Background: an optimization exercise with open tools, aiming at small area, a short achievable clock period and few clock cycles. Do not read the settings as production practice.
The RTL was checked by simulation tests, not by an equivalence proof against the original design.

--- flow/config.mk ---
export PLATFORM = sky130hd
export DESIGN_NAME = aesTop
export DESIGN_NICKNAME = aesTop
export VERILOG_FILES = /design/flow/design.v
export SDC_FILE = /design/flow/constraint.sdc
export NUM_CORES = 4
export LEC_CHECK = 0
export CAP_MARGIN = 20
export CORE_MARGIN = 2
export CORE_UTILIZATION = 40
export SLEW_MARGIN = 20
--- flow/constraint.sdc ---
create_clock -name core_clock -period 25.0 [get_ports {clock}]
set_input_delay 5.0000 -clock core_clock [delete_from_list [all_inputs] [get_ports {clock}]]
set_output_delay 5.0000 -clock core_clock [all_outputs]
set_load 0.01 [all_outputs]
--- flow/design.v ---
package aesTypesPkg;
	typedef logic [128-1:0] aesBlock;
	typedef logic [4*8-1:0] aesWord;
	typedef logic [8-1:0] aesByte;
	function automatic aesByte xtime(input aesByte b);
		xtime = {b[6:0], 1'b0} ^ (b[7] ? 8'h1B : 8'h00);
	endfunction
	function automatic aesBlock shiftRows(input aesBlock b);
		aesBlock s;
		s = '0;
		for (int c = 0; c < 4; c++) begin
			for (int r = 0; r < 4; r++)
				s[127 - 8*(r + 4*c) -: 8] = b[127 - 8*(r + 4*((c + r) % 4)) -: 8];  
		end
		shiftRows = s;
	endfunction
	function automatic aesBlock mixDelta(input aesBlock b);
		aesBlock m;
		aesByte a0, a1, a2, a3, t;
		m = '0;
		for (int c = 0; c < 4; c++) begin
			a0 = b[127 - 32*c -: 8];
			a1 = b[119 - 32*c -: 8];
			a2 = b[111 - 32*c -: 8];
			a3 = b[103 - 32*c -: 8];
			t = a0 ^ a1 ^ a2 ^ a3;
			m[127 - 32*c -: 32] = {
				t ^ xtime(a0 ^ a1),
				t ^ xtime(a1 ^ a2),
				t ^ xtime(a2 ^ a3),
				t ^ xtime(a3 ^ a0)};
		end
		mixDelta = m;
	endfunction
	function automatic aesByte rcon(input logic [3:0] r);
		case (r)
			4'd1: rcon = 8'h01;
			4'd2: rcon = 8'h02;
			4'd3: rcon = 8'h04;
			4'd4: rcon = 8'h08;
			4'd5: rcon = 8'h10;
			4'd6: rcon = 8'h20;
			4'd7: rcon = 8'h40;
			4'd8: rcon = 8'h80;
			4'd9: rcon = 8'h1b;
			4'd10: rcon = 8'h36;
			default: rcon = 8'h00;
		endcase
	endfunction
endpackage
package aesCtrlPkg;
	typedef logic [3:0] roundCount;
endpackage
module aesSbox (
	input aesTypesPkg::aesByte inByte,
	output aesTypesPkg::aesByte outByte
);
	logic U0, U1, U2, U3, U4, U5, U6, U7;
	logic T1, T2, T3, T4, T5, T6, T7, T8, T9, T10, T11, T12, T13, T14;
	logic T15, T16, T17, T18, T19, T20, T21, T22, T23, T24, T25, T26, T27;
	logic M1, M2, M3, M4, M5, M6, M7, M8, M9, M10, M11, M12, M13, M14, M15, M16;
	logic M17, M18, M19, M20, M21, M22, M23, M24, M25, M26, M27, M28, M29, M30, M31, M32;
	logic M33, M34, M35, M36, M37, M38, M39, M40, M41, M42, M43, M44, M45, M46, M47, M48;
	logic M49, M50, M51, M52, M53, M54, M55, M56, M57, M58, M59, M60, M61, M62, M63;
	logic L0, L1, L2, L3, L4, L5, L6, L7, L8, L9, L10, L11, L12, L13, L14;
	logic L15, L16, L17, L18, L19, L20, L21, L22, L23, L24, L25, L26, L27, L28, L29;
	assign {U0, U1, U2, U3, U4, U5, U6, U7} = inByte;
	assign T1 = U0 ^ U3;
	assign T2 = U0 ^ U5;
	assign T3 = U0 ^ U6;
	assign T4 = U3 ^ U5;
	assign T5 = U4 ^ U6;
	assign T6 = T1 ^ T5;
	assign T7 = U1 ^ U2;
	assign T8 = U7 ^ T6;
	assign T9 = U7 ^ T7;
	assign T10 = T6 ^ T7;
	assign T11 = U1 ^ U5;
	assign T12 = U2 ^ U5;
	assign T13 = T3 ^ T4;
	assign T14 = T6 ^ T11;
	assign T15 = T5 ^ T11;
	assign T16 = T5 ^ T12;
	assign T17 = T9 ^ T16;
	assign T18 = U3 ^ U7;
	assign T19 = T7 ^ T18;
	assign T20 = T1 ^ T19;
	assign T21 = U6 ^ U7;
	assign T22 = T7 ^ T21;
	assign T23 = T2 ^ T22;
	assign T24 = T2 ^ T10;
	assign T25 = T20 ^ T17;
	assign T26 = T3 ^ T16;
	assign T27 = T1 ^ T12;
	assign M1 = T13 & T6;
	assign M2 = T23 & T8;
	assign M3 = T14 ^ M1;
	assign M4 = T19 & U7;
	assign M5 = M4 ^ M1;
	assign M6 = T3 & T16;
	assign M7 = T22 & T9;
	assign M8 = T26 ^ M6;
	assign M9 = T20 & T17;
	assign M10 = M9 ^ M6;
	assign M11 = T1 & T15;
	assign M12 = T4 & T27;
	assign M13 = M12 ^ M11;
	assign M14 = T2 & T10;
	assign M15 = M14 ^ M11;
	assign M16 = M3 ^ M2;
	assign M17 = M5 ^ T24;
	assign M18 = M8 ^ M7;
	assign M19 = M10 ^ M15;
	assign M20 = M16 ^ M13;
	assign M21 = M17 ^ M15;
	assign M22 = M18 ^ M13;
	assign M23 = M19 ^ T25;
	assign M24 = M22 ^ M23;
	assign M25 = M22 & M20;
	assign M26 = M21 ^ M25;
	assign M27 = M20 ^ M21;
	assign M28 = M23 ^ M25;
	assign M29 = M28 & M27;
	assign M30 = M26 & M24;
	assign M31 = M20 & M23;
	assign M32 = M27 & M31;
	assign M33 = M27 ^ M25;
	assign M34 = M21 & M22;
	assign M35 = M24 & M34;
	assign M36 = M24 ^ M25;
	assign M37 = M21 ^ M29;
	assign M38 = M32 ^ M33;
	assign M39 = M23 ^ M30;
	assign M40 = M35 ^ M36;
	assign M41 = M38 ^ M40;
	assign M42 = M37 ^ M39;
	assign M43 = M37 ^ M38;
	assign M44 = M39 ^ M40;
	assign M45 = M42 ^ M41;
	assign M46 = M44 & T6;
	assign M47 = M40 & T8;
	assign M48 = M39 & U7;
	assign M49 = M43 & T16;
	assign M50 = M38 & T9;
	assign M51 = M37 & T17;
	assign M52 = M42 & T15;
	assign M53 = M45 & T27;
	assign M54 = M41 & T10;
	assign M55 = M44 & T13;
	assign M56 = M40 & T23;
	assign M57 = M39 & T19;
	assign M58 = M43 & T3;
	assign M59 = M38 & T22;
	assign M60 = M37 & T20;
	assign M61 = M42 & T1;
	assign M62 = M45 & T4;
	assign M63 = M41 & T2;
	assign L0 = M61 ^ M62;
	assign L1 = M50 ^ M56;
	assign L2 = M46 ^ M48;
	assign L3 = M47 ^ M55;
	assign L4 = M54 ^ M58;
	assign L5 = M49 ^ M61;
	assign L6 = M62 ^ L5;
	assign L7 = M46 ^ L3;
	assign L8 = M51 ^ M59;
	assign L9 = M52 ^ M53;
	assign L10 = M53 ^ L4;
	assign L11 = M60 ^ L2;
	assign L12 = M48 ^ M51;
	assign L13 = M50 ^ L0;
	assign L14 = M52 ^ M61;
	assign L15 = M55 ^ L1;
	assign L16 = M56 ^ L0;
	assign L17 = M57 ^ L1;
	assign L18 = M58 ^ L8;
	assign L19 = M63 ^ L4;
	assign L20 = L0 ^ L1;
	assign L21 = L1 ^ L7;
	assign L22 = L3 ^ L12;
	assign L23 = L18 ^ L2;
	assign L24 = L15 ^ L9;
	assign L25 = L6 ^ L10;
	assign L26 = L7 ^ L9;
	assign L27 = L8 ^ L10;
	assign L28 = L11 ^ L14;
	assign L29 = L11 ^ L17;
	assign outByte = {
		L6 ^ L24,
		~(L16 ^ L26),
		~(L19 ^ L28),
		L6 ^ L21,
		L20 ^ L22,
		L25 ^ L29,
		~(L13 ^ L27),
		~(L6 ^ L23)};
endmodule
module aesKeySchedule (
	input logic clock,
	input logic idle,
	input aesTypesPkg::aesByte rcon,
	input aesTypesPkg::aesBlock key,
	output aesTypesPkg::aesBlock roundKey
);
	aesTypesPkg::aesBlock keyReg;
	aesTypesPkg::aesBlock nextKey;
	aesTypesPkg::aesWord w0, w1, w2, w3;
	aesTypesPkg::aesWord rotWord;
	aesTypesPkg::aesWord subWord;
	aesTypesPkg::aesWord g;
	assign {w0, w1, w2, w3} = keyReg;
	assign rotWord = {w3[23:0], w3[31:24]};
	for (genvar i = 0; i < 4; i++) begin : genSubWord
		aesSbox uSbox (
			.inByte(rotWord[8*i +: 8]),
			.outByte(subWord[8*i +: 8])
		);
	end
	assign g = subWord ^ {rcon, 24'h000000};
	assign nextKey[127:96] = w0 ^ g;
	assign nextKey[95:64] = w1 ^ w0 ^ g;
	assign nextKey[63:32] = w2 ^ w1 ^ w0 ^ g;
	assign nextKey[31:0] = w3 ^ w2 ^ w1 ^ w0 ^ g;
	assign roundKey = idle ? key : nextKey;
	always_ff @(posedge clock)
		keyReg <= roundKey;
endmodule
module aesRoundDatapath (
	input logic clock,
	input logic idle,
	input logic enable,
	input logic lastRound,
	input aesTypesPkg::aesBlock plainText,
	input aesTypesPkg::aesBlock roundKey,
	output aesTypesPkg::aesBlock cipherText
);
	aesTypesPkg::aesBlock stateReg;
	aesTypesPkg::aesBlock subBytes;
	aesTypesPkg::aesBlock shifted;
	aesTypesPkg::aesBlock base;
	aesTypesPkg::aesBlock delta;
	logic noMix;
	for (genvar i = 0; i < 16; i++) begin : genSubBytes
		aesSbox uSbox (
			.inByte(stateReg[8*i +: 8]),
			.outByte(subBytes[8*i +: 8])
		);
	end
	assign shifted = aesTypesPkg::shiftRows(subBytes);
	assign noMix = idle || lastRound;
	assign base = (idle ? plainText : shifted) ^ roundKey;
	assign delta = aesTypesPkg::mixDelta(shifted) & {128{~noMix}};
	always_ff @(posedge clock) begin
		if (enable)
			stateReg <= base ^ delta;
	end
	assign cipherText = stateReg;
endmodule
module aesSequencer (
	input logic clock,
	input logic reset,
	input logic start,
	output logic idle,
	output logic enable,
	output logic lastRound,
	output aesTypesPkg::aesByte rcon,
	output logic done
);
	aesCtrlPkg::roundCount round;  
	logic idleReg;
	logic doneReg;
	assign idle = idleReg;
	assign enable = start || !idleReg;
	assign lastRound = (round == 4'd10);
	assign rcon = aesTypesPkg::rcon(round);
	always_ff @(posedge clock or posedge reset) begin
		if (reset) begin
			round <= 4'd0;
			idleReg <= 1'b1;
			doneReg <= 1'b0;
		end else if (idleReg) begin
			if (start) begin
				round <= 4'd1;
				idleReg <= 1'b0;
				doneReg <= 1'b0;
			end
		end else begin
			round <= lastRound ? 4'd0 : round + 4'd1;
			idleReg <= lastRound;
			doneReg <= lastRound;
		end
	end
	assign done = doneReg;
endmodule
module aesTop (
	input logic clock,
	input logic reset,
	input logic start,
	input aesTypesPkg::aesBlock plainText,
	input aesTypesPkg::aesBlock key,
	output aesTypesPkg::aesBlock cipherText,
	output logic done
);
	aesTypesPkg::aesBlock roundKey;
	aesTypesPkg::aesByte rcon;
	logic idle, enable, lastRound;
	aesSequencer uSequencer (
		.clock(clock),
		.reset(reset),
		.start(start),
		.idle(idle),
		.enable(enable),
		.lastRound(lastRound),
		.rcon(rcon),
		.done(done)
	);
	aesKeySchedule uKeys (
		.clock(clock),
		.idle(idle),
		.rcon(rcon),
		.key(key),
		.roundKey(roundKey)
	);
	aesRoundDatapath uDatapath (
		.clock(clock),
		.idle(idle),
		.enable(enable),
		.lastRound(lastRound),
		.plainText(plainText),
		.roundKey(roundKey),
		.cipherText(cipherText)
	);
endmodule
--- flow/flow/run.sh ---
#!/bin/bash
# Own layout flow: the standard layout (standard.sh) with these changes.
#  1. Synthesis maps the logic with flow/abc_map.script (see flow/synth.tcl).
#  2. ORFS's repair_timing steps aim for a setup margin of SETUP_MARGIN ns, so
#     that the layout reaches a shorter period than the 25 ns it is built for.
#  3. Ports are buffered with PORT_BUF instead of ORFS's default delay cell.
# make's output goes to layout.log; each ORFS step keeps its own log under
# orfs/logs/.
set -euo pipefail
W=$(pwd)
SETUP_MARGIN=${SETUP_MARGIN:-18.4}
PORT_BUF=${PORT_BUF:-sky130_fd_sc_hd__buf_1}
bash standard.sh SYNTH_SCRIPT="$W/flow/synth.tcl" SETUP_SLACK_MARGIN=$SETUP_MARGIN \
  BUFFER_PORTS_ARGS="-buffer_cell $PORT_BUF" finish > "$W/layout.log" 2>&1
--- flow/flow/abc_map.script ---
strash
&get -n
&st
&dch
&nf -R 50
&put
topo
stime -c
buffer -c
upsize -c
dnsize -c
--- flow/flow/synth.tcl ---
set my_abc_script [file join [file dirname [info script]] abc_map.script]
proc synth {args} { yosys synth -nofsm -noshare {*}$args }
proc abc {args} {
  global my_abc_script
  set i [lsearch -exact $args -script]
  if {$i >= 0} { set args [lreplace $args [expr {$i + 1}] [expr {$i + 1}] $my_abc_script] }
  yosys abc {*}$args
}
source $::env(SCRIPTS_DIR)/synth.tcl
# left out here: clear keep_hierarchy, flatten, clean up, hide names made inside functions, write 1_2_yosys.v
--- flow/standard.sh ---
#!/bin/bash
# synth_recipe.tcl (not shown) runs the flow's synth.tcl, then flattens the netlist and writes it again
# the make line also repeats each setting of config.mk as NAME=value (left out here)
make -C /OpenROAD-flow-scripts/flow DESIGN_CONFIG=/design/flow/config.mk WORK_HOME=/design/flow/orfs CLKGATE_MAP_FILE= SYNTH_SCRIPT=/design/flow/synth_recipe.tcl "${@:-finish}"
==> out/metrics.yaml, run 1 <==
outcome:
  outcome: "complete, no violations"
finish:
  drive_above_1_share: 0.0992
  final_area_um2: 41400
  fin_nets: 4865
  finalNonFillerCells: 5763
  nFillCells: 8955
  syn_to_final_growth_pct: 13.4
  finish.utilization: 0.459
global_routing:
  antenna_found_initial: 7
  grt_util_all_layers: 0.274
  grt_pass1_vias: 28600
  grt_max_degree: 90
  grt_pass1_wl_um: 189000
  grt_overflow_total: 0
clocking:
  cts-root-buf: "clkbuf_16"
  htreeDepth: 2
  hold_buffers: 0
  cts_tree: "built"
  cts_inserted_buffers: 34
  clock_latency_ps: 560
  clkSinkCount: 262
  clockBufferDepth: 3
  path_clk_slew_ps: 60
route:
  wl_per_cell_um: 23.1
  dr_total_vias: 29600
  drt_first_pass_iters: 6
  vias_per_cell: 5.13
  wl_um: 133000
  ant_nets: 0
  dr.first_iter.drc_count: 2606
  drc: 0
yosys:
  ys_warn_count: 3
  ys_types: 59
  ys_ff_latch: 262
  synthXorXnorAreaFrac: 0.585
  synth_adder_area_share: 0.0158
  synth_seq_area_share: 0.179
  syn-cell-area_um2: 36500
  muxShareOfSynthArea: 0.0279
  yosys.area_share.simple: 0.105
  synth_nets: 4485
  yosys_most_used_dff: "edfxtp_1"
  async_flop_share: 0.0229
  syn_inst: 4180
  synth_top_family_by_area: "XOR/XNOR gates"
  synth-compound-area-share: 0.0731
  postSynthAreaPerCell_um2: 8.74
  synth-edff-count: 128
die:
  dieArea_um2: 93800
  ios: 388
  num_rows: 110
  initial_core_util: 0.405
  coreArea_um2: 90300
  die_y_um: 306
  die_x_um: 306
setup_path:
  timing_worst_setup_path_type: "flop to flop"
  reg2regPathDepth: 21
  cp_data_required_time_ps: 25300
  cp.arrival_ps: 6820
  critPathLaunchType: "flop"
  cp_max_fo: 6
  crit_path_end_kind: "flop"
timing:
  grt_setup_unrepaired: "yes"
  max_freq_ghz: 0.153
  drv_slew: 0
  tightest_slew_ps: 1340
  finalSetupTns_ps: 0
  finalClockSkew_ps: 16.2
  fin_crit_ps: 6520
  final_hold_viol_count: 0
  finalCritPeriodShare: 0.261
  finalSetupViolations: 0
  max_slew_margin: 0.0983
min_path:
  hold_path_depth: 2
  hold_class: "flop to flop"
placement:
  portBuffers: 387
  dpl-instance-area_um2: 39300
  dpl.hpwl_um: 112000
  gp_congestion: 0.994
  placedCellCount: 5685
run:
  cap_violations: 0
==> critical path, stage by stage (launching register included) <==
cell and delay [ps]:
dfxtp_1 600, xnor2_2 220, xnor2_2 390, xnor2_1 170, ha_1 210, xnor2_1 290
xnor2_1 140, xnor2_1 420, inv_1 110, a21oi_1 230, xnor2_1 290, xor2_1 160
nor2_1 230, xor2_1 310, xnor2_1 230, xnor2_1 130, xnor2_1 330, xnor2_1 190
xor2_1 170, o21ai_0 1040, xnor2_1 200, xnor2_1 190
==> path summary, 6_finish.rpt <==
check                                                     from                               end  slack (ps)
worst max-delay path                  uKeys.keyReg[25]$_DFF_P_  uDatapath.stateReg[69]$_DFFE_PP_       18480
worst min-delay path            uSequencer.doneReg$_DFFE_PP0P_    uSequencer.doneReg$_DFFE_PP0P_         520
worst max register to register        uKeys.keyReg[25]$_DFF_P_  uDatapath.stateReg[69]$_DFFE_PP_       18480
worst min register to register  uSequencer.doneReg$_DFFE_PP0P_    uSequencer.doneReg$_DFFE_PP0P_         520
max in group asynchronous                                reset      uSequencer.idleReg$_DFF_PP1_       20390
min in group asynchronous                                reset   uSequencer.round[2]$_DFFE_PP0P_        4340
==> what timing repair did <==
action	in CTS	in global routing
pin swaps	0	9
endpoints found under the hold margin	0	0
buffers inserted	0	15
endpoints found under the setup margin	90	175
gates resized for setup	10	108
==> synthesized netlist by cell type (46+ instances only) <==
master,instances,area [um^2]
mux2i_1,85,851
nand2b_1,51,319
clkbuf_1,60,225
nor2_1,380,1430
xor2_1,566,4960
ha_1,46,576
xnor2_2,134,2180
o21ai_0,194,971
dfxtp_1,128,2560
inv_1,46,173
nand2_1,399,1500
a21oi_1,157,786
edfxtp_1,128,3840
xnor2_1,1478,12900
==> layer usage <==
metal,wire length (um),GRT usage
met2,60100,0.439
met4,4520,0.0865
met5,0,0
met3,9520,0.0300
met1,58700,0.386
==> per-stage QoR <==
| step | hold slack, ps | worst slack, ps |
|---|---|---|
| 4_1_cts | 517 | 18400 |
| 6_report | 521 | 18480 |
| 2_1_floorplan | 488 | 17580 |
| 3_5_place_dp | 491 | 17590 |
| 5_1_grt | 552 | 18300 |
| 3_3_place_gp | 492 | 17650 |
==> registers in the layout, indices dropped and copies added (netlist names) <==
| register | flops |
|---|---|
| uDatapath.stateReg | 128 |
| uKeys.keyReg | 128 |
| uSequencer.doneReg | 1 |
| uSequencer.idleReg | 1 |
| uSequencer.round | 4 |
==> cell families after synthesis <==
| group | after synthesis |
|---|---|
| flip-flops | 262 |
| AO/OA/AOI/OAI | 479 |
| multiplexers | 100 |
| AND/OR/NAND/NOR | 919 |
| buffers and inverters | 133 |
| adder cells (fa/ha/maj) | 46 |
| XOR/XNOR | 2241 |
==> placed cells by master (no fill, tap or decap), types with 51 or more instances in the layout <==
master,instances
xnor2_1,1395
nand2_1,398
xor2_1,552
buf_1,387
mux2i_1,84
o21ai_0,188
nor2_1,379
dfxtp_1,128
xnor2_2,210
a21oi_1,155
edfxtp_1,128
nand2b_1,51
==> area by class of cell <==
type / count / area, um^2 / area share
inverters: 51 / 198 / 0.00477
clock inverters: 9 / 82.6 / 0.00199
clock buffers: 53 / 1030 / 0.0248
flip-flops and latches: 262 / 6560 / 0.158
diodes: 1 / 2.50 / 0.0000604
multi-input cells: 3785 / 30300 / 0.732
well taps: 1176 / 1470 / 0.0355
repair buffers: 426 / 1750 / 0.0422
Testbench counts, summed over its fixed seeds: cycles 26,400.
==> run 2: changes to the inputs <==
==> flow/flow/abc_map.script (replaced) <==
strash
&get -n
&st
&dch
&nf -R 50
&put
--- a/flow/config.mk
+++ b/flow/config.mk
@@ -7,5 +7,5 @@
 export LEC_CHECK = 0
 export CAP_MARGIN = 20
 export CORE_MARGIN = 2
-export CORE_UTILIZATION = 40
+export CORE_UTILIZATION = 55
 export SLEW_MARGIN = 20
==> out/metrics.yaml, run 2 <==
outcome:
  outcome: "complete, no violations"
route:
  vias_per_cell: 5.38
  drc: 0
  routedLengthMet1_um: 49900
  drt_first_pass_iters: 7
  dr_total_vias: 29300
  wl_um: 119000
  ant_nets: 0
  topRoutingLayerUsed: "met5"
  dr_wl_met2_um: 53900
  dr.first_iter.drc_count: 2122
  wl_per_cell_um: 21.9
  wl_met3_um: 8980
setup_path:
  path_buf_inv: 1
  critPathTopFamily: "flip-flops"
  cp.arrival_ps: 1560
  crit_path_start: "uDatapath.stateReg[119]$_DFFE_PP_"
  cp_max_fo: 5
  max_stage_delay_ps: 650
  reg2reg_from: "uDatapath.stateReg[74]$_DFFE_PP_"
  crit_path_end_kind: "output pin"
  timing_worst_setup_path_type: "flop to output pin"
  cp_slowest_cell: "edfxtp_1"
  critPathLaunchType: "flop"
  cp_data_required_time_ps: 20000
  path_cells: "buf_1"
die:
  coreArea_um2: 61700
  die_x_um: 254
  die_y_um: 254
  num_rows: 91
  dieArea_um2: 64400
  initial_core_util: 0.556
  ios: 388
global_routing:
  grt_pass1_vias: 27900
  grt_util_all_layers: 0.357
  grt_pass1_wl_um: 171000
  grt_overflow_total: 0
  grt_max_degree: 178
  antenna_found_initial: 5
timing:
  max_slew_margin: 0.149
  whs_ps: 507
  tightest_slew_ps: 1260
  final_hold_viol_count: 0
  finalSetupViolations: 0
  finalClockSkew_ps: 32.1
  max_freq_ghz: 0.153
  drv_slew: 0
  grt_setup_unrepaired: "yes"
  finalCritPeriodShare: 0.262
  fin_crit_ps: 6560
  finalSetupTns_ps: 0
yosys:
  synth_common_cells: "xnor2_1, xor2_1, nor2_1"
  postSynthAreaPerCell_um2: 8.37
  ys_types: 35
  synth_nets: 4403
  async_flop_share: 0.0229
  syn_inst: 4098
  yosys_most_used_dff: "edfxtp_1"
  synth_top_area_share: 0.416
  syn-cell-area_um2: 34300
  yosys.area.top_type: "xnor2_1"
  ys_ff_latch: 262
  ys_warn_count: 3
  synth.area.top_cells: "xnor2_1, xor2_1, edfxtp_1"
  yosysMostFrequentCell: "xnor2_1"
  synth_seq_area_share: 0.191
  synth-edff-count: 128
min_path:
  hold_class: "flop to flop"
  worstHoldStart: "uSequencer.doneReg$_DFFE_PP0P_"
clocking:
  path_clk_slew_ps: 60
  clkSinkCount: 262
  htreeDepth: 2
  cts-root-buf: "clkbuf_16"
  clockBufferDepth: 3
  hold_buffers: 0
  clock_latency_ps: 570
  cts_tree: "built"
  cts_inserted_buffers: 37
finish:
  mostFrequentLayoutCells: "xnor2_1, xor2_1, nor2_1"
  drive_above_1_share: 0.0795
  syn_to_final_growth_pct: 18.1
  biggestRegsByFlops: "uDatapath.stateReg: 128 flops, uKeys.keyReg: 128 flops, uSequencer.round: 4 flops"
  layout_commonest_cell: "xnor2_1"
  fin_nets: 4882
placement:
  portBuffers: 387
  dpl.hpwl_um: 97200
  gp_congestion: 1.02
run:
  cap_violations: 0
run 2: changes by cell type after synthesis, moves of 39 or more:
cell and change:
xnor2_2 -134, xor2_1 +45, xor2_2 -40, xnor2_1 +152, clkinv_1 +51, clkbuf_1 -60, inv_1 -46, o21ai_1 -39
o21ai_0 +41
run 2: worst paths after layout:
check | end | slack [ps] | depth (start not counted)
setup / recovery | cipherText[119] | 18440 | 1
setup reg to reg | uDatapath.stateReg[30]$_DFFE_PP_ | 18630 | 23
hold / removal | uSequencer.doneReg$_DFFE_PP0P_ | 510 | 2
hold reg to reg | uSequencer.doneReg$_DFFE_PP0P_ | 510 | 2
min in group asynchronous | uSequencer.round[2]$_DFFE_PP0P_ | 4290 | 2
max in group asynchronous | uSequencer.idleReg$_DFF_PP1_ | 20480 | 2
run 2: logic make-up after synthesis:
logic type                 synth area share
AOI/OAI and AO/OA                    0.0763
and+or+nand+nor                       0.109
DFF                                   0.191
buffers and inverters               0.00558
xor gates and xnor gates              0.572
adders and majority gates            0.0168
muxes                                0.0297
run 2: per-stage QoR:
step                      cell area [um^2]  utilization  instances  worst slack, ps
after floorplan                      34300            -       4098            17540
after global placement               37100        0.601       5351            17660
after detailed placement             37100        0.601       5351            17610
after CTS                            38900        0.630       5419            18270
after global routing                 40500        0.657       5443            18320
final                                40500        0.657       5445            18440
run 2: layer usage:
layer  global-route usage  up-vias
met1                0.469    13800
met5                    0        -
met2                0.575     1066
met4                0.168        4
li1                     -    14200
met3               0.0550      247
run 2: tightest hold or removal path, cell delays in order (launching register included):
cell	delay, ps
dfrtp_1	360
nand2_1	50
o21ai_0	60
run 2: final cells by class:
class / count / area, um^2
Timing Repair Buffer: 440 / 1900
Antenna cell: 3 / 7.51
Clock inverter: 16 / 158
Inverter: 51 / 206
Multi-Input combinational cell: 3785 / 29600
Fill cell: 5608 / 21200
Sequential cell: 262 / 6560
Clock buffer: 51 / 1050
Tap cell: 837 / 1050
run 2: timing repair:
item / 4_1_cts / 5_1_grt
cloned: 0 / 0
setup endpoints to repair: 96 / 138
pin swaps: 2 / 15
resized for setup: 78 / 191
buffers inserted: 1 / 23
==> run 3: changes to the inputs <==
--- a/flow/config.mk
+++ b/flow/config.mk
@@ -7,5 +7,5 @@
 export LEC_CHECK = 0
 export CAP_MARGIN = 20
 export CORE_MARGIN = 2
-export CORE_UTILIZATION = 55
+export CORE_UTILIZATION = 40
 export SLEW_MARGIN = 20
==> out/metrics.yaml, run 3 <==
yosys:
  synth_common_cells: "xnor2_1, xor2_1, nor2_1"
  postSynthAreaPerCell_um2: 8.37
  synth_top_area_share: 0.416
  syn-cell-area_um2: 34300
  synth_adder_area_share: 0.0168
  synth-edff-count: 128
  yosys_most_used_dff: "edfxtp_1"
  synth-compound-area-share: 0.0763
  ys_ff_latch: 262
  yosysMostFrequentCell: "xnor2_1"
  synth.area.top_cells: "xnor2_1, xor2_1, edfxtp_1"
  ys_types: 35
  synth_seq_area_share: 0.191
  synth_nets: 4403
  muxShareOfSynthArea: 0.0297
  yosys.area.top_type: "xnor2_1"
  async_flop_share: 0.0229
  syn_inst: 4098
  synth_top_family_by_area: "XOR/XNOR gates"
  ys_warn_count: 3
  yosys.area_share.simple: 0.109
  synthXorXnorAreaFrac: 0.572
clocking:
  clkSinkCount: 262
  clockBufferDepth: 3
  path_clk_slew_ps: 60
  cts_tree: "built"
  clock_latency_ps: 560
  cts_inserted_buffers: 35
  cts-root-buf: "clkbuf_16"
  htreeDepth: 2
finish:
  biggestRegsByFlops: "uDatapath.stateReg: 128 flops, uKeys.keyReg: 128 flops, uSequencer.round: 4 flops"
  mostFrequentLayoutCells: "xnor2_1, xor2_1, nor2_1"
  final_area_um2: 40700
  finish.utilization: 0.478
  fin_nets: 4866
  drive_above_1_share: 0.0774
  layout_commonest_cell: "xnor2_1"
  syn_to_final_growth_pct: 18.6
  finalNonFillerCells: 5732
global_routing:
  grt_pass1_vias: 28300
  grt_util_all_layers: 0.276
  grt_pass1_wl_um: 183000
  grt_max_degree: 159
  grt_overflow_total: 0
  antenna_found_initial: 6
placement:
  place_ws_ps: 17480
  dpl-instance-area_um2: 37400
  dpl.hpwl_um: 105000
  portBuffers: 387
  gp_congestion: 1.01
  placedCellCount: 5649
timing:
  grt_setup_unrepaired: "no"
  tightest_slew_ps: 1160
  drv_slew: 0
  finalClockSkew_ps: 28.5
  finalSetupViolations: 0
  finalCritPeriodShare: 0.260
  fin_ws_ps: 18490
  max_slew_margin: 0.216
  final_hold_viol_count: 0
  finalSetupTns_ps: 0
  fin_crit_ps: 6510
  max_freq_ghz: 0.154
setup_path:
  path_cells: "buf_1"
  path_buf_inv: 1
  reg2reg_from: "uDatapath.stateReg[108]$_DFFE_PP_"
  crit_path_start: "uDatapath.stateReg[114]$_DFFE_PP_"
  crit_path_end_kind: "output pin"
  critPathLaunchType: "flop"
  cp.depth: 1
  cp_slowest_cell: "edfxtp_1"
  r2r_slack_ps: 18590
  cp.arrival_ps: 1510
  reg2regPathDepth: 21
  cp_max_fo: 5
  max_stage_delay_ps: 590
  timing_worst_setup_path_type: "flop to output pin"
  critPathTopFamily: "flip-flops"
  cp_data_required_time_ps: 20000
die:
  initial_core_util: 0.403
  die_y_um: 297
  die_x_um: 297
  num_rows: 107
  dieArea_um2: 88200
  ios: 388
  coreArea_um2: 85100
min_path:
  hold_path_depth: 2
  hold_class: "flop to flop"
  worstHoldStart: "uSequencer.doneReg$_DFFE_PP0P_"
route:
  vias_per_cell: 5.12
  drc: 0
  ant_nets: 0
  wl_per_cell_um: 22.2
  drt_first_pass_iters: 5
  wl_um: 127000
  dr_total_vias: 29300
  dr.first_iter.drc_count: 2417
outcome:
  outcome: "complete, no violations"
run:
  cap_violations: 0
## run 3: cell counts after synthesis
Identical to the previous run, type by type.
## run 3: per-stage QoR
step	hold slack [ps]
2_1_floorplan	490
3_3_place_gp	506
3_5_place_dp	515
4_1_cts	527
5_1_grt	553
6_report	531
## run 3: path summary, 6_finish.rpt
| kind | endpoint |
|---|---|
| max | cipherText[114] |
| min reg2reg | uSequencer.doneReg$_DFFE_PP0P_ |
| max in group asynchronous | uSequencer.idleReg$_DFF_PP1_ |
| min in group asynchronous | uSequencer.doneReg$_DFFE_PP0P_ |
| max reg2reg | uDatapath.stateReg[47]$_DFFE_PP_ |
| min | uSequencer.doneReg$_DFFE_PP0P_ |
## run 3: tightest hold or removal path: cells and delay by family (launching register included)
family	cells	cell delay, ps
and+or+nand+nor	1	60
AOI/OAI and AO/OA	1	60
DFF	1	370
## run 3: repair_timing
action	CTS	global route
setup buffers	2	17
gates resized for setup	79	197
endpoints found under the setup margin	94	138
gates cloned	0	0
hold buffers	0	0
pin swaps	3	10
## run 3: final cells by class
class	instances	area [um^2]
Tap cell	1144	1430
Clock inverter	20	200
Fill cell	8452	44400
Sequential cell	262	6560
Timing Repair Buffer	426	1760
Antenna cell	2	5.00
Inverter	51	206
Clock buffer	42	922
Multi-Input combinational cell	3785	29600
## run 3: cells by family after synthesis
kind of cell	Yosys count
DFF	262
and+or+nand+nor	919
muxes	100
adders and majority gates	46
buffers and inverters	51
xor gates and xnor gates	2241
AOI/OAI and AO/OA	479
## run 3: routing by layer
| metal | wire (um) | vias to the layer above | global-route usage |
|---|---|---|---|
| li1 | - | 14100 | - |
| met1 | 54700 | 13900 | 0.375 |
| met2 | 58300 | 1073 | 0.441 |
| met3 | 9060 | 181 | 0.0385 |
| met4 | 5350 | 0 | 0.106 |
| met5 | 0 | - | 0 |
==> run 4: changes to the inputs <==
--- a/flow/design.v
+++ b/flow/design.v
@@ -218,9 +218,9 @@
 	end
 	assign g = subWord ^ {rcon, 24'h000000};
 	assign nextKey[127:96] = w0 ^ g;
-	assign nextKey[95:64] = w1 ^ w0 ^ g;
-	assign nextKey[63:32] = w2 ^ w1 ^ w0 ^ g;
-	assign nextKey[31:0] = w3 ^ w2 ^ w1 ^ w0 ^ g;
+	assign nextKey[95:64] = w1 ^ nextKey[127:96];
+	assign nextKey[63:32] = w2 ^ nextKey[95:64];
+	assign nextKey[31:0] = w3 ^ nextKey[63:32];
 	assign roundKey = idle ? key : nextKey;
 	always_ff @(posedge clock)
 		keyReg <= roundKey;
==> out/metrics.yaml, run 4 <==
outcome:
  outcome: "complete, no violations"
setup_path:
  crit_path_end_kind: "flop"
  cp.arrival_ps: 6670
  critPathLaunchType: "input pin"
  timing_worst_setup_path_type: "input pin to flop"
  cp_data_required_time_ps: 25180
  cp_max_fo: 76
  r2r_slack_ps: 18680
route:
  dr_total_vias: 28400
  wl_met3_um: 7880
  vias_per_cell: 5.07
  dr_wl_met2_um: 56900
  drt_first_pass_iters: 7
  ant_nets: 0
  routedLengthMet1_um: 52600
  topRoutingLayerUsed: "met5"
  drc: 0
  dr.first_iter.drc_count: 1969
  wl_um: 123000
  wl_per_cell_um: 21.9
finish:
  syn_to_final_growth_pct: 19.3
  layout_commonest_cell: "xnor2_1"
  mostFrequentLayoutCells: "xnor2_1, xor2_1, nand2_1"
  final_area_um2: 40200
  drive_above_1_share: 0.0836
  biggestRegsByFlops: "uDatapath.stateReg: 128 flops, uKeys.keyReg: 128 flops, uSequencer.round: 4 flops"
  fin_nets: 4802
  finalNonFillerCells: 5603
timing:
  drv_slew: 0
  max_slew_margin: 0.258
  whs_ps: 507
  finalSetupTns_ps: 0
  final_hold_viol_count: 0
  grt_setup_unrepaired: "yes"
  tightest_slew_ps: 1100
  fin_crit_ps: 6490
  finalCritPeriodShare: 0.260
  fin_ws_ps: 18510
  max_freq_ghz: 0.154
  finalSetupViolations: 0
  finalClockSkew_ps: 35.3
die:
  initial_core_util: 0.403
  coreArea_um2: 83600
  die_x_um: 294
  num_rows: 106
  ios: 388
  die_y_um: 294
  dieArea_um2: 86600
clocking:
  htreeDepth: 2
  clkSinkCount: 262
  cts-root-buf: "clkbuf_16"
  path_clk_slew_ps: 60
  hold_buffers: 0
  clock_latency_ps: 570
  clockBufferDepth: 3
  cts_inserted_buffers: 34
  cts_tree: "built"
placement:
  portBuffers: 387
  gp_congestion: 0.956
  dpl.hpwl_um: 102000
  place_ws_ps: 17820
  placedCellCount: 5500
  dpl-instance-area_um2: 36700
global_routing:
  grt_pass1_wl_um: 174000
  grt_overflow_total: 0
  grt_pass1_vias: 27400
  grt_max_degree: 89
  grt_util_all_layers: 0.271
  antenna_found_initial: 5
yosys:
  synth-compound-area-share: 0.0721
  ys_types: 37
  yosysMostFrequentCell: "xnor2_1"
  synth_seq_area_share: 0.195
  synthXorXnorAreaFrac: 0.572
  yosys.area.top_type: "xnor2_1"
  synth-edff-count: 128
  muxShareOfSynthArea: 0.0293
  synth.area.top_cells: "xnor2_1, xor2_1, edfxtp_1"
  synth_top_family_by_area: "XOR/XNOR gates"
  synth_top_area_share: 0.404
  yosys.area_share.simple: 0.109
  ys_warn_count: 3
  async_flop_share: 0.0229
  syn_inst: 4016
  synth_nets: 4321
  yosys_most_used_dff: "edfxtp_1"
  postSynthAreaPerCell_um2: 8.39
  synth_common_cells: "xnor2_1, xor2_1, nand2_1"
  ys_ff_latch: 262
  synth_adder_area_share: 0.0171
  syn-cell-area_um2: 33700
run:
  cap_violations: 0
min_path:
  hold_class: "flop to flop"
[run 4: cell types whose count changed after synthesis, sizes merged, moves of 8 or more]
cell,before,now
xnor2,1630,1556
xor2,611,642
nor2,406,387
nor2b,37,50
o21ai,235,246
mux2i,85,75
nand2b,54,45
nand2,399,391
[run 4: layer usage]
metal / vias to the layer above / GRT usage
met5: - / 0
met4: 2 / 0.0958
met2: 921 / 0.450
met1: 13500 / 0.357
li1: 13800 / -
met3: 180 / 0.0412
[run 4: what timing repair did]
item	in CTS	in global routing
gates resized for setup	76	208
buffers inserted	0	41
pin swaps	0	19
setup endpoints to repair	113	130
[run 4: kinds of logic after synthesis]
family / count (synthesis)
compound gates: 458
xor+xnor: 2199
fa+ha+maj: 46
buf+inv: 55
flops: 262
mux: 96
simple gates: 900
[run 4: path summary, 6_finish.rpt]
kind                                              startpoint                               end  cells after the start
max in group asynchronous                              reset      uSequencer.idleReg$_DFF_PP1_                      2
hold / removal                uSequencer.doneReg$_DFFE_PP0P_    uSequencer.doneReg$_DFFE_PP0P_                      2
min in group asynchronous                              reset   uSequencer.round[3]$_DFFE_PP0P_                      2
hold reg to reg               uSequencer.doneReg$_DFFE_PP0P_    uSequencer.doneReg$_DFFE_PP0P_                      2
setup reg to reg           uDatapath.stateReg[101]$_DFFE_PP_  uDatapath.stateReg[77]$_DFFE_PP_                     22
setup / recovery                                       start  uDatapath.stateReg[70]$_DFFE_PP_                      4
[run 4: per-stage QoR]
stage,util
floorplan,-
global route,0.481
CTS,0.459
finish,0.481
detailed placement,0.439
global placement,0.439
[run 4: worst max-delay path, stage by stage]
cell	delay, ps
buf_1	80
nor2b_1	420
clkinv_8	470
buf_4	580
[run 4: layout make-up]
type	count	area, um^2
Tap cell	1080	1350
Sequential cell	262	6560
Antenna cell	1	2.50
Inverter	55	219
Clock inverter	19	230
Multi-Input combinational cell	3699	29000
Clock buffer	42	943
Timing Repair Buffer	445	1890
Fill cell	8174	43400
Testbench counts of run 4, summed over its fixed seeds: cycles 26,400.
==> run 5: changes to the inputs <==
--- a/flow/flow/run.sh
+++ b/flow/flow/run.sh
@@ -8,7 +8,7 @@
 # orfs/logs/.
 set -euo pipefail
 W=$(pwd)
-SETUP_MARGIN=${SETUP_MARGIN:-18.4}
+SETUP_MARGIN=${SETUP_MARGIN:-18.6}
 PORT_BUF=${PORT_BUF:-sky130_fd_sc_hd__buf_1}
 bash standard.sh SYNTH_SCRIPT="$W/flow/synth.tcl" SETUP_SLACK_MARGIN=$SETUP_MARGIN \
   BUFFER_PORTS_ARGS="-buffer_cell $PORT_BUF" finish > "$W/layout.log" 2>&1
==> out/metrics.yaml, run 5 <==
yosys:
  yosysMostFrequentCell: "xnor2_1"
  synth-edff-count: 128
  synth_seq_area_share: 0.195
  syn-cell-area_um2: 33700
  ys_ff_latch: 262
  yosys.area.top_type: "xnor2_1"
  async_flop_share: 0.0229
  ys_warn_count: 3
  synth_top_area_share: 0.404
  synth.area.top_cells: "xnor2_1, xor2_1, edfxtp_1"
  synth_nets: 4321
  postSynthAreaPerCell_um2: 8.39
  ys_types: 37
  syn_inst: 4016
  yosys_most_used_dff: "edfxtp_1"
  synth_common_cells: "xnor2_1, xor2_1, nand2_1"
timing:
  final_hold_viol_count: 0
  finalCritPeriodShare: 0.257
  finalSetupTns_ps: 0
  max_slew_margin: 0.143
  whs_ps: 490
  grt_setup_unrepaired: "yes"
  tightest_slew_ps: 1270
  fin_crit_ps: 6420
  max_freq_ghz: 0.156
  finalSetupViolations: 0
  drv_slew: 0
  finalClockSkew_ps: 19.3
run:
  cap_violations: 0
setup_path:
  cp_data_required_time_ps: 20000
  crit_path_end_kind: "output pin"
  max_stage_delay_ps: 580
  reg2regPathDepth: 21
  cp.arrival_ps: 1420
  critPathLaunchType: "flop"
  cp_max_fo: 5
  critPathTopFamily: "flip-flops"
  cp.depth: 1
  cp_slowest_cell: "edfxtp_1"
  timing_worst_setup_path_type: "flop to output pin"
  path_buf_inv: 1
  path_cells: "buf_1"
route:
  dr_total_vias: 28800
  ant_nets: 0
  wl_um: 123000
  dr_wl_met2_um: 56700
  topRoutingLayerUsed: "met5"
  wl_per_cell_um: 21.7
  wl_met3_um: 9060
  vias_per_cell: 5.09
  drt_first_pass_iters: 6
  drc: 0
  routedLengthMet1_um: 51800
  dr.first_iter.drc_count: 2266
clocking:
  cts-root-buf: "clkbuf_16"
  clock_latency_ps: 560
  cts_inserted_buffers: 36
  clkSinkCount: 262
  path_clk_slew_ps: 60
  htreeDepth: 2
  cts_tree: "built"
  clockBufferDepth: 3
die:
  die_x_um: 294
  initial_core_util: 0.403
  coreArea_um2: 83600
  die_y_um: 294
  num_rows: 106
  dieArea_um2: 86600
  ios: 388
finish:
  multiInputGateArea_um2: 30000
  biggestRegsByFlops: "uDatapath.stateReg: 128 flops, uKeys.keyReg: 128 flops, uSequencer.round: 4 flops"
  mostFrequentLayoutCells: "xnor2_1, xor2_1, nand2_1"
  syn_to_final_growth_pct: 23.7
  fin_nets: 4860
  layout_commonest_cell: "xnor2_1"
  finish.utilization: 0.499
  regArea_um2: 6570
  drive_above_1_share: 0.120
  finalNonFillerCells: 5662
  nFillCells: 8031
global_routing:
  grt_util_all_layers: 0.269
  grt_max_degree: 188
  grt_pass1_wl_um: 174000
  grt_overflow_total: 0
  grt_pass1_vias: 27400
  antenna_found_initial: 8
min_path:
  hold_class: "flop to flop"
  hold_path_depth: 2
placement:
  portBuffers: 387
  dpl.hpwl_um: 99900
  gp_congestion: 0.997
  placedCellCount: 5497
outcome:
  outcome: "complete, no violations"
==> run 5: worst reg2reg max path: stages (launching register included) <==
cell and delay [ps]:
dfxtp_1 600, xnor2_2 210, xnor2_1 440, xor2_1 260, ha_1 280, xor2_1 170, xnor2_1 140, xnor2_1 420
o21ai_0 170, a21oi_1 350, xnor2_1 190, xnor2_1 240, nand2_1 120, xnor2_2 410, xnor2_1 200, xnor2_2 310
xor2_1 260, xor2_1 260, xnor2_1 80, mux2_1 480, xnor2_1 230, xnor2_1 290
==> run 5: cells by family after synthesis <==
family / after synthesis / synth area share
AO/OA/AOI/OAI: 458 / 0.0721
XOR/XNOR: 2199 / 0.572
adder cells (fa/ha/maj): 46 / 0.0171
buffers and inverters: 55 / 0.00612
flip-flops: 262 / 0.195
multiplexers: 96 / 0.0293
AND/OR/NAND/NOR: 900 / 0.109
==> run 5: routing by layer <==
layer / vias up / GRT usage
met4: 4 / 0.101
met3: 182 / 0.0379
met2: 1020 / 0.440
met5: - / 0
li1: 13900 / -
met1: 13700 / 0.359
==> run 5: per-stage QoR <==
stage	setup slack (ps)	instance area, um^2
6_report	18580	41700
5_1_grt	18440	41700
4_1_cts	18400	38900
3_5_place_dp	17430	36700
3_3_place_gp	17410	36700
2_1_floorplan	18700	33700
==> run 5: area by class of cell <==
type / instances / area share
Antenna cell: 3 / 0.000180
Clock buffer: 49 / 0.0248
Clock inverter: 13 / 0.00363
Inverter: 55 / 0.00558
Multi-Input combinational cell: 3699 / 0.720
Sequential cell: 262 / 0.157
Tap cell: 1080 / 0.0324
Timing Repair Buffer: 501 / 0.0560
==> run 5: path summary, 6_finish.rpt <==
path	start	to	slack [ps]
max in group asynchronous	reset	uSequencer.idleReg$_DFF_PP1_	20490
hold reg to reg	uSequencer.doneReg$_DFFE_PP0P_	uSequencer.doneReg$_DFFE_PP0P_	490
setup reg to reg	uKeys.keyReg[12]$_DFF_P_	uDatapath.stateReg[19]$_DFFE_PP_	18700
setup / recovery	uDatapath.stateReg[105]$_DFFE_PP_	cipherText[105]	18580
min in group asynchronous	reset	uSequencer.round[0]$_DFFE_PP0P_	4290
hold / removal	uSequencer.doneReg$_DFFE_PP0P_	uSequencer.doneReg$_DFFE_PP0P_	490
==> run 5: timing repair <==
item                                   in CTS  in global routing
pin swaps                                   3                 57
hold buffers                                0                  0
setup endpoints to repair                 113                147
cloned                                      0                  0
endpoints found under the hold margin       0                  0
buffers inserted                            7                 93
gates resized for setup                   135                287
==> run 6: changes to the inputs <==
--- a/flow/flow/run.sh
+++ b/flow/flow/run.sh
@@ -8,7 +8,7 @@
 # orfs/logs/.
 set -euo pipefail
 W=$(pwd)
-SETUP_MARGIN=${SETUP_MARGIN:-18.6}
+SETUP_MARGIN=${SETUP_MARGIN:-18.2}
 PORT_BUF=${PORT_BUF:-sky130_fd_sc_hd__buf_1}
 bash standard.sh SYNTH_SCRIPT="$W/flow/synth.tcl" SETUP_SLACK_MARGIN=$SETUP_MARGIN \
   BUFFER_PORTS_ARGS="-buffer_cell $PORT_BUF" finish > "$W/layout.log" 2>&1
==> out/metrics.yaml, run 6 <==
outcome:
  outcome: "complete, no violations"
clocking:
  clkSinkCount: 262
  path_clk_slew_ps: 60
  cts-root-buf: "clkbuf_16"
  clock_latency_ps: 570
  cts_tree: "built"
  cts_inserted_buffers: 34
  clockBufferDepth: 3
  htreeDepth: 2
finish:
  drive_above_1_share: 0.0594
  multiInputGateArea_um2: 28300
  fin_nets: 4773
  regArea_um2: 6560
  syn_to_final_growth_pct: 16.6
  mostFrequentLayoutCells: "xnor2_1, xor2_1, nand2_1"
  nFillCells: 8268
  biggestRegsByFlops: "uDatapath.stateReg: 128 flops, uKeys.keyReg: 128 flops, uSequencer.round: 4 flops"
  layout_commonest_cell: "xnor2_1"
  finalNonFillerCells: 5577
yosys:
  synth_seq_area_share: 0.195
  synth.area.top_cells: "xnor2_1, xor2_1, edfxtp_1"
  yosysMostFrequentCell: "xnor2_1"
  synth_nets: 4321
  postSynthAreaPerCell_um2: 8.39
  ys_types: 37
  async_flop_share: 0.0229
  synth_top_area_share: 0.404
  ys_warn_count: 3
  syn_inst: 4016
  yosys_most_used_dff: "edfxtp_1"
  syn-cell-area_um2: 33700
  synth_common_cells: "xnor2_1, xor2_1, nand2_1"
  ys_ff_latch: 262
  synth-edff-count: 128
  yosys.area.top_type: "xnor2_1"
timing:
  grt_setup_unrepaired: "yes"
  final_hold_viol_count: 0
  finalCritPeriodShare: 0.266
  fin_crit_ps: 6640
  tightest_slew_ps: 1120
  max_freq_ghz: 0.151
  finalSetupViolations: 0
  max_slew_margin: 0.244
  drv_slew: 0
  finalClockSkew_ps: 35.8
  whs_ps: 507
  finalSetupTns_ps: 0
route:
  wl_per_cell_um: 21.8
  ant_nets: 0
  dr.first_iter.drc_count: 2104
  vias_per_cell: 5.05
  drt_first_pass_iters: 6
  drc: 0
  wl_um: 122000
  dr_total_vias: 28200
placement:
  dpl.hpwl_um: 102000
  gp_congestion: 0.956
  placedCellCount: 5500
  portBuffers: 387
global_routing:
  grt_util_all_layers: 0.270
  grt_overflow_total: 0
  grt_pass1_wl_um: 174000
  antenna_found_initial: 6
  grt_max_degree: 89
  grt_pass1_vias: 27300
die:
  ios: 388
  coreArea_um2: 83600
  die_x_um: 294
  initial_core_util: 0.403
  dieArea_um2: 86600
  die_y_um: 294
  num_rows: 106
setup_path:
  crit_path_end_kind: "flop"
  cp_max_fo: 76
  reg2regPathDepth: 20
  cp_data_required_time_ps: 25170
  timing_worst_setup_path_type: "input pin to flop"
  cp.arrival_ps: 6810
  critPathLaunchType: "input pin"
run:
  cap_violations: 0
min_path:
  hold_class: "flop to flop"
  hold_path_depth: 2
==> run 6: final cells by class <==
class,instances,area share
diodes,4,0.000255
clock buffers,42,0.0240
clock inverters,19,0.00586
inverters,55,0.00538
multi-input cells,3699,0.720
flip-flops and latches,262,0.167
well taps,1080,0.0344
repair buffers,416,0.0428
==> run 6: repair_timing <==
action	CTS	global route
buffers inserted	0	12
gates resized for setup	31	158
pin swaps	0	5
gates cloned	0	0
endpoints found under the setup margin	32	116
hold buffers	0	0
==> run 6: logic make-up (layout without fill, tap and decap cells) <==
family | Yosys count | count (layout) | synth area share
buffers and inverters | 55 | 532 | 0.00612
AOI/OAI and AO/OA | 458 | 458 | 0.0721
other | 0 | 4 | 0
and+or+nand+nor | 900 | 900 | 0.109
adders and majority gates | 46 | 46 | 0.0171
muxes | 96 | 96 | 0.0293
xor gates and xnor gates | 2199 | 2199 | 0.572
DFF | 262 | 262 | 0.195
==> run 6: worst paths after layout <==
path,end,startpoint,slack [ps]
min,uSequencer.doneReg$_DFFE_PP0P_,uSequencer.doneReg$_DFFE_PP0P_,510
max,uDatapath.stateReg[70]$_DFFE_PP_,start,18360
min in group asynchronous,uSequencer.round[3]$_DFFE_PP0P_,reset,4270
max in group asynchronous,uSequencer.idleReg$_DFF_PP1_,reset,20500
min reg2reg,uSequencer.doneReg$_DFFE_PP0P_,uSequencer.doneReg$_DFFE_PP0P_,510
max reg2reg,uDatapath.stateReg[16]$_DFFE_PP_,uKeys.keyReg[9]$_DFF_P_,18400
==> run 6: metal layers <==
metal / vias to the layer above / GRT usage / routed length, um
li1: 13800 / - / -
met1: 13300 / 0.356 / 51800
met2: 938 / 0.444 / 56000
met3: 197 / 0.0421 / 8310
met4: 2 / 0.103 / 5370
met5: - / 0 / 13
==> run 6: critical path, stage by stage <==
cell and delay [ps]:
buf_1 80, nor2b_1 290, clkinv_4 660, buf_4 680
==> run 6: through the flow <==
step / setup slack, ps / area, um^2 / utilization
2_1_floorplan: 18550 / 33700 / -
3_3_place_gp: 17810 / 36700 / 0.439
3_5_place_dp: 17820 / 36700 / 0.439
4_1_cts: 18150 / 38100 / 0.455
5_1_grt: 18070 / 39300 / 0.470
6_report: 18360 / 39300 / 0.470
==> run 7: changes to the inputs <==
--- a/flow/flow/run.sh
+++ b/flow/flow/run.sh
@@ -8,7 +8,7 @@
 # orfs/logs/.
 set -euo pipefail
 W=$(pwd)
-SETUP_MARGIN=${SETUP_MARGIN:-18.2}
+SETUP_MARGIN=${SETUP_MARGIN:-18.4}
 PORT_BUF=${PORT_BUF:-sky130_fd_sc_hd__buf_1}
 bash standard.sh SYNTH_SCRIPT="$W/flow/synth.tcl" SETUP_SLACK_MARGIN=$SETUP_MARGIN \
   BUFFER_PORTS_ARGS="-buffer_cell $PORT_BUF" finish > "$W/layout.log" 2>&1
--- a/flow/config.mk
+++ b/flow/config.mk
@@ -8,4 +8,6 @@
 export CAP_MARGIN = 20
 export CORE_MARGIN = 2
 export CORE_UTILIZATION = 40
+export CTS_CLUSTER_DIAMETER = 100
+export CTS_CLUSTER_SIZE = 20
 export SLEW_MARGIN = 20
==> out/metrics.yaml, run 7 <==
placement:
  placedCellCount: 5500
  dpl.hpwl_um: 102000
  gp_congestion: 0.956
  portBuffers: 387
global_routing:
  grt_util_all_layers: 0.269
  grt_max_degree: 89
  grt_overflow_total: 0
  antenna_found_initial: 7
  grt_pass1_vias: 27200
  grt_pass1_wl_um: 174000
yosys:
  yosys.area.top_type: "xnor2_1"
  yosys.area_share.simple: 0.109
  ys_ff_latch: 262
  muxShareOfSynthArea: 0.0293
  syn_inst: 4016
  synth_seq_area_share: 0.195
  yosys_most_used_dff: "edfxtp_1"
  syn-cell-area_um2: 33700
  async_flop_share: 0.0229
  synth_top_area_share: 0.404
  ys_warn_count: 3
  yosysMostFrequentCell: "xnor2_1"
  synth.area.top_cells: "xnor2_1, xor2_1, edfxtp_1"
  synth_nets: 4321
  synth_adder_area_share: 0.0171
  synth-compound-area-share: 0.0721
  synthXorXnorAreaFrac: 0.572
  synth-edff-count: 128
  synth_top_family_by_area: "XOR/XNOR gates"
  ys_types: 37
  synth_common_cells: "xnor2_1, xor2_1, nand2_1"
  postSynthAreaPerCell_um2: 8.39
setup_path:
  cp_data_required_time_ps: 20000
  critPathLaunchType: "flop"
  cp_slowest_cell: "edfxtp_1"
  path_cells: "buf_4, buf_1"
  cp_max_fo: 5
  max_stage_delay_ps: 590
  timing_worst_setup_path_type: "flop to output pin"
  cp.arrival_ps: 1500
  crit_path_end_kind: "output pin"
route:
  dr.first_iter.drc_count: 1976
  wl_um: 122000
  vias_per_cell: 5.07
  wl_per_cell_um: 21.8
  dr_total_vias: 28300
  drt_first_pass_iters: 5
  drc: 0
  ant_nets: 0
timing:
  max_freq_ghz: 0.154
  fin_crit_ps: 6500
  finalSetupViolations: 0
  finalClockSkew_ps: 31.0
  grt_setup_unrepaired: "yes"
  drv_slew: 0
  finalCritPeriodShare: 0.260
  tightest_slew_ps: 1070
  max_slew_margin: 0.276
  final_hold_viol_count: 0
  finalSetupTns_ps: 0
min_path:
  hold_class: "flop to flop"
finish:
  mostFrequentLayoutCells: "xnor2_1, xor2_1, nand2_1"
  finalNonFillerCells: 5583
  syn_to_final_growth_pct: 18.0
  fin_nets: 4792
  nFillCells: 8217
  drive_above_1_share: 0.0818
  layout_commonest_cell: "xnor2_1"
  biggestRegsByFlops: "uDatapath.stateReg: 128 flops, uKeys.keyReg: 128 flops, uSequencer.round: 4 flops"
die:
  initial_core_util: 0.403
  dieArea_um2: 86600
  ios: 388
  die_x_um: 294
  die_y_um: 294
  coreArea_um2: 83600
  num_rows: 106
clocking:
  clock_latency_ps: 570
  cts_inserted_buffers: 20
  clkSinkCount: 262
  cts_tree: "built"
  htreeDepth: 1
  clockBufferDepth: 3
  hold_buffers: 0
  path_clk_slew_ps: 90
  cts-root-buf: "clkbuf_16"
run:
  cap_violations: 0
outcome:
  outcome: "complete, no violations"
[run 7: final timing paths]
kind,startpoint,endpoint,slack (ps),depth (start not counted)
setup / recovery,uDatapath.stateReg[113]$_DFFE_PP_,cipherText[113],18500,2
setup reg to reg,uDatapath.stateReg[1]$_DFFE_PP_,uDatapath.stateReg[99]$_DFFE_PP_,18680,20
hold reg to reg,uSequencer.doneReg$_DFFE_PP0P_,uSequencer.doneReg$_DFFE_PP0P_,510,2
hold / removal,uSequencer.doneReg$_DFFE_PP0P_,uSequencer.doneReg$_DFFE_PP0P_,510,2
max in group asynchronous,reset,uSequencer.idleReg$_DFF_PP1_,20500,2
min in group asynchronous,reset,uSequencer.round[3]$_DFFE_PP0P_,4280,2
[run 7: kinds of logic after synthesis]
family / after synthesis
AO/OA/AOI/OAI: 458
XOR/XNOR: 2199
adder cells (fa/ha/maj): 46
buffers and inverters: 55
flip-flops: 262
multiplexers: 96
AND/OR/NAND/NOR: 900
[run 7: stage by stage]
step | util | hold WS [ps] | cell area, um^2 | setup WS [ps]
floorplan | - | 516 | 33700 | 18550
global placement | 0.439 | 469 | 36700 | 17810
detailed placement | 0.439 | 509 | 36700 | 17820
CTS | 0.453 | 527 | 37900 | 18370
global route | 0.476 | 576 | 39800 | 18300
finish | 0.476 | 512 | 39800 | 18500
[run 7: critical path, delay by kind of cell (launching register included)]
family,cells,cell delay [ps]
buffers and inverters,2,350
DFF,1,590
[run 7: layout make-up]
| type | instances | area (um^2) | share of cell area |
|---|---|---|---|
| clock buffers | 27 | 548 | 0.0138 |
| repair buffers | 449 | 1920 | 0.0482 |
| inverters | 55 | 219 | 0.00550 |
| clock inverters | 9 | 98.8 | 0.00248 |
| well taps | 1080 | 1350 | 0.0340 |
| flip-flops and latches | 262 | 6560 | 0.165 |
| multi-input cells | 3699 | 29100 | 0.731 |
| diodes | 2 | 5.00 | 0.000126 |
[run 7: timing repair]
action	4_1_cts	5_1_grt
setup buffers	0	45
setup endpoints to repair	82	131
pin swaps	0	20
resized for setup	78	217
[run 7: metal layers]
metal  part of all wire  GRT usage  wire, um
met1               0.42      0.357     51300
met2               0.47      0.448     57000
met3              0.071     0.0365      8700
met4              0.040     0.0927      4940
met5            0.00011          0        13
==> run 8: changes to the inputs <==
--- a/flow/flow/run.sh
+++ b/flow/flow/run.sh
@@ -4,6 +4,8 @@
 #  2. ORFS's repair_timing steps aim for a setup margin of SETUP_MARGIN ns, so
 #     that the layout reaches a shorter period than the 25 ns it is built for.
 #  3. Ports are buffered with PORT_BUF instead of ORFS's default delay cell.
+#  4. Yosys does not extract half/full adders (ADDER_MAP_FILE empty), which
+#     here only break up the XOR logic that ABC maps better on its own.
 # make's output goes to layout.log; each ORFS step keeps its own log under
 # orfs/logs/.
 set -euo pipefail
@@ -11,4 +13,4 @@
 SETUP_MARGIN=${SETUP_MARGIN:-18.4}
 PORT_BUF=${PORT_BUF:-sky130_fd_sc_hd__buf_1}
 bash standard.sh SYNTH_SCRIPT="$W/flow/synth.tcl" SETUP_SLACK_MARGIN=$SETUP_MARGIN \
-  BUFFER_PORTS_ARGS="-buffer_cell $PORT_BUF" finish > "$W/layout.log" 2>&1
+  BUFFER_PORTS_ARGS="-buffer_cell $PORT_BUF" ADDER_MAP_FILE= finish > "$W/layout.log" 2>&1
==> flow/flow/abc_map.script (replaced) <==
strash
&get -n
&st
&dch
&nf -R 50
&st
&dch
&nf -R 50
&put
==> out/metrics.yaml, run 8 <==
setup_path:
  cp.depth: 1
  cp_slowest_cell: "edfxtp_1"
  cp.arrival_ps: 1480
  max_stage_delay_ps: 620
  critPathTopFamily: "flip-flops"
  crit_path_end_kind: "output pin"
  path_cells: "buf_1"
  critPathLaunchType: "flop"
  timing_worst_setup_path_type: "flop to output pin"
  path_buf_inv: 1
  cp_data_required_time_ps: 20000
  cp_max_fo: 6
  reg2regPathDepth: 21
finish:
  drive_above_1_share: 0.0371
  mostFrequentLayoutCells: "xnor2_1, xor2_1, nand2_1"
  syn_to_final_growth_pct: 13.4
  layout_commonest_cell: "xnor2_1"
  fin_nets: 4801
  finish.utilization: 0.460
  biggestRegsByFlops: "uDatapath.stateReg: 128 flops, uKeys.keyReg: 128 flops, uSequencer.round: 4 flops"
yosys:
  synth_common_cells: "xnor2_1, xor2_1, nand2_1"
  syn-cell-area_um2: 33300
  muxShareOfSynthArea: 0.0325
  synth-edff-count: 128
  synth_seq_area_share: 0.197
  synth_top_family_by_area: "XOR/XNOR gates"
  synthXorXnorAreaFrac: 0.532
  yosys.area.top_type: "xnor2_1"
  synth_nets: 4380
  ys_types: 44
  synth-compound-area-share: 0.0941
  yosys_most_used_dff: "edfxtp_1"
  async_flop_share: 0.0229
  synth.area.top_cells: "xnor2_1, xor2_1, edfxtp_1"
  yosys.area_share.simple: 0.140
  yosysMostFrequentCell: "xnor2_1"
  synth_top_area_share: 0.361
  syn_inst: 4121
  ys_ff_latch: 262
  postSynthAreaPerCell_um2: 8.09
  ys_warn_count: 3
  synth_adder_area_share: 0
clocking:
  path_clk_slew_ps: 100
  cts-root-buf: "clkbuf_16"
  hold_buffers: 0
  htreeDepth: 1
  clockBufferDepth: 3
  cts_inserted_buffers: 18
  clock_latency_ps: 550
  cts_resized: 6
  clkSinkCount: 262
  cts_tree: "built"
  postCtsSetupRepairBufs: 0
timing:
  grt_setup_unrepaired: "yes"
  finalClockSkew_ps: 27.2
  finalSetupViolations: 0
  max_slew_margin: 0.248
  tightest_slew_ps: 1120
  final_hold_viol_count: 0
  drv_slew: 0
  fin_crit_ps: 6480
  finalCritPeriodShare: 0.259
  max_freq_ghz: 0.154
  finalSetupTns_ps: 0
global_routing:
  grtUsageMet3: 0.0294
  use_met2: 0.432
  grt_max_degree: 177
  top_usage_layer: "met2"
  grt_pass1_wl_um: 173000
  grt.met1_usage: 0.366
  antenna_found_initial: 4
  grt_pass1_vias: 27500
  grt_overflow_total: 0
  grt_util_all_layers: 0.268
die:
  ios: 388
  dieArea_um2: 85700
  die_x_um: 293
  die_y_um: 293
  initial_core_util: 0.405
  coreArea_um2: 82200
  num_rows: 105
placement:
  portBuffers: 387
  dpl.hpwl_um: 101000
  gp_congestion: 0.995
min_path:
  hold_class: "flop to flop"
  hold_path_depth: 2
route:
  dr.first_iter.drc_count: 2413
  drc: 0
  wl_um: 120000
  wl_per_cell_um: 21.3
  ant_nets: 0
  drt_first_pass_iters: 6
  dr_total_vias: 28900
  vias_per_cell: 5.13
run:
  cap_violations: 0
outcome:
  outcome: "complete, no violations"
run 8: cell count changes after synthesis, sizes merged, moves of 23 or more:
cell    delta
nand2    +116
o211ai    +23
xnor2    -181
a21oi     +36
nor2      +31
ha        -46
run 8: logic make-up after synthesis:
kind of cell    count (synthesis)
compound gates                570
mux                           105
buf+inv                        38
xor+xnor                     2026
simple gates                 1120
flops                         262
run 8: per-stage QoR:
| stage | cells | hold WS (ps) | instance area, um^2 | worst slack [ps] |
|---|---|---|---|---|
| after floorplan | 4121 | 516 | 33300 | 18500 |
| after global placement | 5592 | 510 | 36300 | 17910 |
| after detailed placement | 5592 | 512 | 36300 | 17900 |
| after CTS | 5624 | 538 | 36900 | 18320 |
| after global routing | 5627 | 562 | 37800 | 18280 |
| final | 5627 | 540 | 37800 | 18520 |
run 8: area by class of cell:
cell class,count,area (um^2)
diodes,3,7.51
clock buffers,27,515
clock inverters,5,71.3
fillers,8368,44400
inverters,38,148
multi-input cells,3821,27600
flip-flops and latches,262,6560
well taps,1070,1340
repair buffers,401,1570
run 8: worst min-delay path, delay by kind of cell, from the launching register on:
kind / cells / cell delay, ps
compound gates: 1 / 90
flops: 1 / 360
simple gates: 1 / 50
run 8: final timing paths:
| check | slack, ps | endpoint | startpoint |
|---|---|---|---|
| worst max-delay path | 18520 | cipherText[119] | uDatapath.stateReg[119]$_DFFE_PP_ |
| max in group asynchronous | 20470 | uSequencer.idleReg$_DFF_PP1_ | reset |
| min in group asynchronous | 4300 | uSequencer.doneReg$_DFFE_PP0P_ | reset |
| worst max register to register | 18670 | uDatapath.stateReg[82]$_DFFE_PP_ | uDatapath.stateReg[13]$_DFFE_PP_ |
| worst min-delay path | 540 | uSequencer.doneReg$_DFFE_PP0P_ | uSequencer.doneReg$_DFFE_PP0P_ |
| worst min register to register | 540 | uSequencer.doneReg$_DFFE_PP0P_ | uSequencer.doneReg$_DFFE_PP0P_ |
run 8: per-layer routing:
metal / up-vias / part of all wire
li1: 14300 / -
met1: 13500 / 0.44
met2: 936 / 0.45
met3: 149 / 0.063
met4: 0 / 0.045
met5: - / 0

port drivers added, routing unchanged:
The results above use ideal ports. As a check the final layouts listed here were re-extracted and re-timed, cells and wires unchanged. Step 1 assumes that a clkbuf_16 drives the clock port and a buf_2 every other input. Step 2 adds t to the input delays and takes it off the output delays; t is the mean of the earliest and latest rising clock arrival at the registers after step 1. Input paths then give back, and output paths get back, about the clock's delay inside the block. Slacks: ideal ports / drivers / drivers and shift; pairs: ideal ports / drivers.
run	shift t [ns]	setup slack, ns	worst hold slack (ns)	clock arrival spread, ns	cell pins on the clock port's net
run 1	0.623	18.480 / 18.443 / 17.952	0.521 / 0.521 / 0.521	0.017 / 0.017	1
run 2	0.623	18.443 / 18.378 / 18.038	0.507 / 0.507 / 0.507	0.033 / 0.033	1
run 3	0.611	18.492 / 18.426 / 18.101	0.531 / 0.531 / 0.531	0.029 / 0.029	1
run 4	0.618	18.508 / 18.526 / 17.938	0.507 / 0.507 / 0.507	0.036 / 0.036	1
run 5	0.619	18.581 / 18.516 / 18.500	0.490 / 0.490 / 0.490	0.019 / 0.019	1
run 6	0.615	18.361 / 18.404 / 17.791	0.507 / 0.507 / 0.507	0.037 / 0.036	1
run 7	0.619	18.502 / 18.435 / 17.962	0.512 / 0.512 / 0.512	0.032 / 0.031	1
run 8	0.600	18.521 / 18.457 / 18.039	0.540 / 0.540 / 0.540	0.028 / 0.028	1
After both steps setup and hold are still met in every run listed.
